What follows belongs to an exercise in optimizing a design on an open flow for small area, a short achievable clock period and few clock cycles per item; a production flow would make more cautious choices. RTL that was checked went through simulation tests only; none was proved equivalent to the original.

build 96:
## grid_liquid_diffusion_step_unit
module grid_liquid_diffusion_step_unit #(
	parameter int MAX_WIDTH   = gdiff_pkg::MAX_WIDTH_DEF,
	parameter int AMOUNT_BITS = gdiff_pkg::AMOUNT_BITS_DEF,
	localparam int DATA_W     = ((AMOUNT_BITS + 7) / 8) * 8
) (
	input  logic                              clk,
	input  logic                              arst_n,
	input  logic                              s_axis_tvalid,
	output logic                              s_axis_tready,
	input  logic [DATA_W-1:0]                 s_axis_tdata,    
	output logic                              m_axis_tvalid,
	input  logic                              m_axis_tready,
	output logic [DATA_W-1:0]                 m_axis_tdata,    
	output logic                              m_axis_tlast,
	input  logic                              cfg_valid,
	output logic                              cfg_ready,
	input  logic [gdiff_pkg::CFG_INDEX_W-1:0] cfg_index,
	input  logic [gdiff_pkg::CFG_DATA_W-1:0]  cfg_data
);
	localparam int AB = AMOUNT_BITS;
	localparam int CW = $clog2(MAX_WIDTH);
	localparam int HB = gdiff_pkg::GRID_H_BITS;
	localparam int D  = gdiff_pkg::OUT_SLOTS;
	localparam int NB = D - 1;
  ...
Settings: LEC_CHECK=0, CAP_MARGIN=20, CORE_MARGIN=2, CORE_UTILIZATION=40, CTS_CLUSTER_DIAMETER=100, CTS_CLUSTER_SIZE=28, SETUP_SLACK_MARGIN=3.8, SLEW_MARGIN=20; clock period 7.0 ns.
run.sh (not shown) runs the stock make flow with config.mk's settings and CLKGATE_MAP_FILE= SYNTH_SCRIPT=/design/flow/synth_recipe.tcl, a recipe that flattens the netlist after the stock synthesis.
Build 96 finished every step from synthesis to the final layout, and the layout passed the timing, DRC and antenna checks.
Testbench counts of build 96, summed over its fixed seeds: cycles 6,896, items 6,464.
For build 94, these inputs were changed with respect to build 96:
Settings: changing SETUP_SLACK_MARGIN from 3.8 to 3.9.
## What came out
Taking build 96 as the reference, in build 94 slack of the critical path shows a reduction of 0.0087 ns; buffers plus inverters on the worst setup path shows a reduction of 1. Area added between synthesis and finish on build 94 is up relative to build 96. Delta (build 94 minus build 96): routed wire length picked up an extra 860 um, clock buffer count down 1. Final layout net count came out higher on build 94 than on build 96. From build 96 to build 94 the numbers moved as follows: largest net degree at the start of global routing picked up an extra 5.3%.
Input changes introduced in build 12 (baseline for comparison: build 94):
Settings: setting ABC_AREA to 1 for the first time; changing SETUP_SLACK_MARGIN from 3.9 to 3.75.
==> comparison <==
Build 94 → build 12: wire length the detailed router placed on met1 rose about 7%; number of buffers inserted by post-CTS setup repair fell 15; layout overhead on the synthesized area fell 0.25 points.
Synthesized cell count, build 94 and build 12: lower on build 94
Setup changes, build 12 to build 81
Settings: removing ABC_AREA (formerly 1).
==> comparison <==
- The post-placement worst setup slack of build 81 was superior to that of build 12.
- The run showing the smaller final layout net count is build 81.
- Build 81 has clock period minus final worst setup slack below what build 12 had.
- Between build 12 and build 81, the flow reports count of mapped cells out of synthesis decreasing by more than 10%.
- Worst hold slack: build 81 vs build 12 up 0.0082 ns
- NOTE total vias in the final route build 12->build 81 decreased by a little under 10%
- Diff build 12 -> build 81 | final HPWL from detailed placement | decrease of 7600 um
- Diff build 12 -> build 81: max-slew headroom at the worst pin fell 2.3 points, sequential share of layout area picked up an extra 1.4 points, number of multi-input combinational cells went down by 329.
What build 7 does differently from build 81 at the input level:
Settings: a change of SETUP_SLACK_MARGIN from 3.75 to 3.6.
[build 7 vs build 81] highest achievable clock rate: lower in build 7
On area used by sequential logic in the layout, build 7 and build 81 are neck and neck.
Via count of the first global-routing pass: build 7 vs build 81, no meaningful difference
Setup slack delta for build 7 relative to build 81: 0.13 ns lower

Setup of job 280:
grid_liquid_diffusion_step_unit, a different RTL version from the one above (not shown whole).
Size in the first run: roughly 4,500 cells after synthesis, about 59 I/O pins, roughly 55,000 um^2 of cells after synthesis.
Settings: LEC_CHECK=0, CAP_MARGIN=20, CORE_MARGIN=2, CORE_UTILIZATION=40, CTS_CLUSTER_DIAMETER=100, CTS_CLUSTER_SIZE=30, SETUP_SLACK_MARGIN=5.0, SLEW_MARGIN=20; clock period 7.0 ns.
Looking at the reports, job 280 completed the entire flow and the layout it produced met the timing, DRC and antenna checks.
Testbench counts of job 280, summed over its fixed seeds: cycles 6,896, items 6,464.
Setup changes, job 280 to job 3719
- a change of SETUP_SLACK_MARGIN from 5.0 to 3.5
==> comparison <==
- Diff job 3719 and job 280: final area lower in job 3719
- Job 280 → job 3719: maximum cell stage delay along the critical path up 0.18 ns, instance count on the critical path decreased 3, die area saw little to no change.
The inputs of job 4789 differ from those of job 3719 as listed below.
- swapping 3.5 for 4.0 in SETUP_SLACK_MARGIN
==> summary.txt <==
Every stage of the flow completed for job 4789, and the final layout passed the timing, DRC and antenna checks. Relative to job 3719, the combined area of the multi-input logic cells of job 4789 is higher by 1100 um^2. Job 4789 against job 3719: clock-pin slew on the worst setup and hold paths -0.02 ns. Job 4789 ended up with sky130_fd_sc_hd__dfrtp_1 as its slowest cell on the critical path; job 3719 ended up with sky130_fd_sc_hd__a2111oi_1. Where routed wire length is concerned, job 3719 is better than job 4789. Capture point of the worst path = tready_q: job 4789; capture point of the worst path = ks1_q[11]: job 3719.
[inputs] job 2694 vs job 4789
- CTS_CLUSTER_SIZE now 28, was 30
- SETUP_SLACK_MARGIN now 3.75, was 4.0
Results
- Looking at the reports, job 2694 completed the entire flow and the layout it produced met the timing, DRC and antenna checks.
- In job 2694 the sequential share of layout area turned out 1.6 points higher than in job 4789.
- Delta (job 2694 minus job 4789): critical path depth fell by 6.
- Of job 2694 and job 4789, the run reporting the higher design area was job 4789.
- Comparing job 4789 against job 2694, there is no change at all in count of buffer and inverter cells on the critical path.
- The run showing the greater routed wire length is job 4789.

## rev 12
Another version of the RTL of grid_liquid_diffusion_step_unit (not shown whole).
For scale: roughly 4500 cells after synthesis, ~1600 flip-flops, ~0.055 mm^2 of cells after synthesis.
==> flow/design.v (excerpt) <==
module grid_liquid_diffusion_step_unit #(
	parameter int MAX_WIDTH   = gdiff_pkg::MAX_WIDTH_DEF,
	parameter int AMOUNT_BITS = gdiff_pkg::AMOUNT_BITS_DEF,
	localparam int DATA_W     = ((AMOUNT_BITS + 7) / 8) * 8
) (
	input  logic                              clk,
	input  logic                              arst_n,
	input  logic                              s_axis_tvalid,
	output logic                              s_axis_tready,
	input  logic [DATA_W-1:0]                 s_axis_tdata,    
	output logic                              m_axis_tvalid,
	input  logic                              m_axis_tready,
	output logic [DATA_W-1:0]                 m_axis_tdata,    
	output logic                              m_axis_tlast,
	input  logic                              cfg_valid,
	output logic                              cfg_ready,
	input  logic [gdiff_pkg::CFG_INDEX_W-1:0] cfg_index,
	input  logic [gdiff_pkg::CFG_DATA_W-1:0]  cfg_data
);
clock: 7.0 ns
lec_check: 0
cap_margin: 20
core_margin: 2
core_utilization: 55
cts_cluster_diameter: 100
cts_cluster_size: 28
place_density: 0.7
setup_slack_margin: 3.75
slew_margin: 20
Testbench counts of rev 12, summed over its fixed seeds: cycles 6,896, items 6,464.
The following lists how rev 13 was set up differently from rev 12:
# rev 12
export LEC_CHECK = 0
export CAP_MARGIN = 20
export CORE_MARGIN = 2
export CORE_UTILIZATION = 55
export CTS_CLUSTER_DIAMETER = 100
export CTS_CLUSTER_SIZE = 28
export PLACE_DENSITY = 0.7
export SETUP_SLACK_MARGIN = 3.75
export SLEW_MARGIN = 20
create_clock -name core_clock -period 7.0 [get_ports {clk}]
# rev 13
export LEC_CHECK = 0
export CAP_MARGIN = 20
export CORE_MARGIN = 2
export CORE_UTILIZATION = 40
export CTS_CLUSTER_DIAMETER = 90
export CTS_CLUSTER_SIZE = 30
export SETUP_SLACK_MARGIN = 3.75
export SLEW_MARGIN = 20
create_clock -name core_clock -period 7.0 [get_ports {clk}]
Rev 13 against rev 12: setup-violating endpoint count in the final report shows no meaningful change, setup slack shrank by 0.027 ns, core footprint picked up an extra 38%, number of clock buffers in the layout now sits lower.
As far as total congestion overflow after global routing goes, rev 12 and rev 13 are indistinguishable; the numbers are identical.
In the tables for rev 13 and rev 12, instance area at placement reads higher with rev 13.

Another version of the RTL of grid_liquid_diffusion_step_unit (not shown whole).
Size in the first run: ~4,500 cells after synthesis, ~1,600 flip-flops, about 59 I/O pins, about 0.054 mm2 of cells after synthesis.
export LEC_CHECK = 0
export CAP_MARGIN = 20
export CORE_MARGIN = 2
export CORE_UTILIZATION = 40
export CTS_CLUSTER_DIAMETER = 100
export CTS_CLUSTER_SIZE = 24
export SETUP_SLACK_MARGIN = 4.0
export SLEW_MARGIN = 20
create_clock -name core_clock -period 7.0 [get_ports {clk}]
The baseline produced a clean layout.
Testbench counts at the start, summed over its fixed seeds: cycles 6,896, items 6,464.
==> next run, changes <==
- CTS_CLUSTER_DIAMETER: 100 -> not set
- CTS_CLUSTER_SIZE: 24 -> not set
- SETUP_SLACK_MARGIN: 4.0 -> 4.5
What happened:
- global-route usage rose by 1.2 points
- die area is unchanged
- final area rose by 9.4%
- via count rose by 4.3%
- clock skew rose by 28 ps
- area after synthesis stays the same
- register-to-register slack gets worse by 20 ps
- utilization rose by 4.3 points
- clock-buffer cell count rose by 118
- worst setup slack gets better by 58 ps

grid_liquid_diffusion_step_unit with an RTL version that a note above also has.
For scale: about 4500 cells after synthesis, ~59 I/O pins, ~0.055 sq mm of cells after synthesis.
clock: 7.0 ns
lec_check: 0
cap_margin: 20
core_margin: 2
core_utilization: 40
cts_cluster_diameter: 100
cts_cluster_size: 28
setup_slack_margin: 4.0
slew_margin: 20
The baseline passed the timing, DRC and antenna checks.
Testbench counts at the start, summed over its fixed seeds: cycles 6,896, items 6,464.
Rerun with:
CORE_UTILIZATION = 50   (was 40)
SETUP_SLACK_MARGIN = 3.75   (was 4.0)
Routed wire length is lower by a few percent. Fmax decreases by a few percent. Worst setup slack got worse by 0.11 ns. Non-clock buffer count is lower by 131. Sequential share of layout area goes up by 2.2 points. Cell count falls by a little under a tenth. Hold slack is worse by 0.0049 ns. First-iteration DRC count rose by a few percent. Via count falls by a few percent.

== the reference run ==
Another version of the RTL of grid_liquid_diffusion_step_unit (not shown whole).
Size in the first run: roughly 4100 cells after synthesis, about 1500 flip-flops, roughly 59 I/O pins, ~51000 µm² of cells after synthesis.
==> flow/design.v (excerpt) <==
module grid_liquid_diffusion_step_unit #(
	parameter int MAX_WIDTH   = gdiff_pkg::MAX_WIDTH_DEF,
	parameter int AMOUNT_BITS = gdiff_pkg::AMOUNT_BITS_DEF,
	localparam int DATA_W     = ((AMOUNT_BITS + 7) / 8) * 8
) (
	input  logic                              clk,
	input  logic                              arst_n,
	input  logic                              s_axis_tvalid,
	output logic                              s_axis_tready,
	input  logic [DATA_W-1:0]                 s_axis_tdata,    
	output logic                              m_axis_tvalid,
	input  logic                              m_axis_tready,
	output logic [DATA_W-1:0]                 m_axis_tdata,    
	output logic                              m_axis_tlast,
	input  logic                              cfg_valid,
	output logic                              cfg_ready,
	input  logic [gdiff_pkg::CFG_INDEX_W-1:0] cfg_index,
	input  logic [gdiff_pkg::CFG_DATA_W-1:0]  cfg_data
);
export LEC_CHECK = 0
export CAP_MARGIN = 20
export CORE_MARGIN = 2
export CORE_UTILIZATION = 40
export SETUP_SLACK_MARGIN = 4.0
export SLEW_MARGIN = 20
create_clock -name core_clock -period 7.0 [get_ports {clk}]
The following lists how the trial run was set up differently from the reference run:
Settings: SETUP_SLACK_MARGIN: 4.0 -> 3.0.
### Flow results
Global-route wire length before repair in the trial run vs the reference run: down 3.8%
Post-route minimum period is lower on the reference run
[diff] setup slack, the trial run relative to the reference run: regression
The synthesized net count was comparable across the reference run and the trial run.
No functional check of the RTL was part of any run of this note.

## lane 1
grid_liquid_diffusion_step_unit, a different RTL version from the one above (not shown whole).
Size in the first run: about 1,600 flip-flops, ~55,000 um2 of cells after synthesis.
// grid_liquid_diffusion_step_unit
module grid_liquid_diffusion_step_unit #(
	parameter int MAX_WIDTH   = gdiff_pkg::MAX_WIDTH_DEF,
	parameter int AMOUNT_BITS = gdiff_pkg::AMOUNT_BITS_DEF,
	localparam int DATA_W     = ((AMOUNT_BITS + 7) / 8) * 8
) (
	input  logic                              clk,
	input  logic                              arst_n,
	input  logic                              s_axis_tvalid,
	output logic                              s_axis_tready,
	input  logic [DATA_W-1:0]                 s_axis_tdata,    
	output logic                              m_axis_tvalid,
	input  logic                              m_axis_tready,
	output logic [DATA_W-1:0]                 m_axis_tdata,    
	output logic                              m_axis_tlast,
	input  logic                              cfg_valid,
	output logic                              cfg_ready,
	input  logic [gdiff_pkg::CFG_INDEX_W-1:0] cfg_index,
	input  logic [gdiff_pkg::CFG_DATA_W-1:0]  cfg_data
);
	localparam int AB = AMOUNT_BITS;
	localparam int CW = $clog2(MAX_WIDTH);
	localparam int HB = gdiff_pkg::GRID_H_BITS;
	localparam int D  = gdiff_pkg::OUT_SLOTS;
	localparam int NB = D - 1;
	localparam int PB = (NB > 1) ? $clog2(NB) : 1;
	localparam int RW = $clog2(D + 2);
	localparam int ZW = gdiff_pkg::ZW;
	localparam int SW = ZW + 2;
	logic [CW-1:0] wl_q, wl_n;
	logic [HB-1:0] ht_q, ht_n;
	logic [AB-1:0] den_q, den_n;
	logic [CW-1:0] col_q, col_n;
	logic [HB-1:0] rl_q, rl_n;
	logic          top_q, top_n;
	logic          sec_q, sec_n;
	logic          bot_q, bot_n;
	logic [CW-1:0] pa_q, pa_n;
	logic          fpend_q, fpend_n;
	logic [CW-1:0] fcol_q, fcol_n;
	logic          cfg_wait_n;
	logic [RW-1:0] resv_q, resv_n;
	logic          tready_q, tready_n;
	logic          cready_q, cready_n;
	logic          lt_d0, lt_d1, lt_d2;
	logic          fiss;
  ...
Settings: LEC_CHECK=0, CAP_MARGIN=20, CORE_MARGIN=2, CORE_UTILIZATION=40, CTS_CLUSTER_DIAMETER=100, CTS_CLUSTER_SIZE=28, SETUP_SLACK_MARGIN=3.75, SLEW_MARGIN=20; clock period 7.0 ns.
For lane 2, these inputs were changed with respect to lane 1:
- a change of SETUP_SLACK_MARGIN from 3.75 to 4.0
Results
Lane 1 -> lane 2: half-perimeter wire length of the detailed placement result increased slightly. Summary of lane 2 over lane 1: first-pass GRT wire length went up by 3.9%; final-layout clock buffer total shows an increase of about 4.4%; final cycle utilization of the critical path lower; fraction of registers with async set/reset about even. Looking at multi-input gate area in the final layout, lane 2 sits 730 um2 higher than lane 1 does. Compared lane 2 vs lane 1, and via count is up in lane 2. Clock network area share, lane 1 and lane 2: lower on lane 2.
No functional check of the RTL was part of any run of this note.

grid_liquid_diffusion_step_unit, a different RTL version from the one above (not shown whole).
Size in the first run: about 4500 cells after synthesis, ~1500 flip-flops, ~53000 µm² of cells after synthesis.
Settings: LEC_CHECK=0, CAP_MARGIN=20, CORE_MARGIN=2, CORE_UTILIZATION=40, CTS_BUF_LIST=sky130_fd_sc_hd__clkbuf_8, CTS_CLUSTER_SIZE=30, SETUP_SLACK_MARGIN=4.0, SLEW_MARGIN=20; clock period 7.0 ns.
Testbench counts at the start, summed over its fixed seeds: cycles 6,872, items 6,464.
Rerun with:
CTS_BUF_LIST = unset   (was sky130_fd_sc_hd__clkbuf_8)
CTS_CLUSTER_SIZE = unset   (was 30)
The new run finished clean.
Sequential cell count does not change.
Maximum frequency stays flat.

== run A ==
RTL: one of the versions met above, not the one the previous note started from.
For scale: ~4,500 cells after synthesis, about 1,600 flip-flops, ~59 I/O pins, about 54,000 sq um of cells after synthesis.
export LEC_CHECK = 0
export CAP_MARGIN = 20
export CORE_MARGIN = 2
export CORE_UTILIZATION = 40
export SETUP_SLACK_MARGIN = 4.0
export SLEW_MARGIN = 20
create_clock -name core_clock -period 7.0 [get_ports {clk}]
Testbench counts of run A, summed over its fixed seeds: cycles 6,896, items 6,464.
> inputs changed (run A -> run B)
Settings: an added CTS_CLUSTER_SIZE of 30; an added CTS_CLUSTER_DIAMETER of 100.
Notes after the runs:
- Row met2 layer usage reported by global route: run B lower / run A higher
- Delta (run B minus run A): routed wire length went down about 2%.
- Looking at headroom to the max-slew limit, run B sits 0.46 points above run A.
- The higher multi-input gate share of the layout cell area came out of run B.
- Taking run A as the reference, in run B area growth from synthesis to final layout shrank by 5.6 points; required arrival time at the worst endpoint shrank by 0.07 ns; final standard cell utilization of the core shrank by 2.3 points; part of the cycle the worst path needs grew by 0.46 points; global-route met3 utilization shrank by 0.84 points.

-- re-timing with driven ports --
The flow's constraints put no driver on any port. The routed layouts listed below were extracted and timed again, unchanged, in two steps. Step 1 sets driving cells, clkbuf_16 on the clock port and buf_2 on the other inputs (assumed; they add their load-dependent delay and slew). Step 2 also shifts input and output timing later by t, the mid clock arrival at the registers, as if the neighbouring blocks saw the same clock. Slacks: ideal ports / drivers / drivers and shift; pairs: ideal ports / drivers.
| run | t, ns | setup WS [ns] | clock arrival spread, ns |
|---|---|---|---|
| build 96 | 0.740 | 3.801 / 3.801 / 3.249 | 0.036 / 0.037 |
| build 94 | 0.755 | 3.792 / 3.792 / 3.338 | 0.040 / 0.040 |
| build 12 | 0.776 | 3.811 / 3.808 / 3.161 | 0.029 / 0.029 |
| build 81 | 0.756 | 3.841 / 3.840 / 3.228 | 0.033 / 0.033 |
| build 7 | 0.763 | 3.711 / 3.711 / 3.029 | 0.056 / 0.056 |
| job 280 | 0.760 | 3.861 / 3.861 / 3.675 | 0.048 / 0.048 |
| job 3719 | 0.743 | 3.627 / 3.627 / 3.003 | 0.049 / 0.048 |
| job 4789 | 0.740 | 3.903 / 3.903 / 3.197 | 0.050 / 0.050 |
| job 2694 | 0.747 | 3.826 / 3.826 / 3.245 | 0.032 / 0.032 |
| rev 12 | 0.720 | 3.839 / 3.813 / 3.164 | 0.037 / 0.036 |
| rev 13 | 0.738 | 3.812 / 3.812 / 3.145 | 0.036 / 0.036 |
| the first run of note 4 | 0.754 | 3.506 / 3.504 / 2.750 | 0.027 / 0.027 |
| the second run of note 4 | 0.842 | 3.564 / 3.573 / 2.731 | 0.052 / 0.052 |
| the first run of note 5 | 0.762 | 3.909 / 3.909 / 3.370 | 0.041 / 0.042 |
| the second run of note 5 | 0.736 | 3.799 / 3.799 / 3.192 | 0.048 / 0.049 |
| the reference run | 0.824 | 2.689 / 2.689 / 2.689 | 0.058 / 0.058 |
| the trial run | 0.790 | 2.632 / 2.632 / 2.618 | 0.040 / 0.039 |
| lane 1 | 0.762 | 3.811 / 3.811 / 3.172 | 0.050 / 0.050 |
| lane 2 | 0.772 | 3.929 / 3.929 / 3.261 | 0.050 / 0.051 |
| the first run of note 8 | 0.955 | 3.191 / 3.191 / 3.191 | 0.050 / 0.051 |
| the second run of note 8 | 0.819 | 3.187 / 3.187 / 3.187 | 0.043 / 0.043 |
| run A | 0.835 | 3.595 / 3.603 / 2.768 | 0.055 / 0.055 |
| run B | 0.746 | 3.563 / 3.566 / 2.820 | 0.041 / 0.041 |
After both steps setup and hold are still met in every run listed. The setup slack of the second run of note 4, which loses most, moves by +0.009 ns with the drivers and by -0.833 ns with both steps.
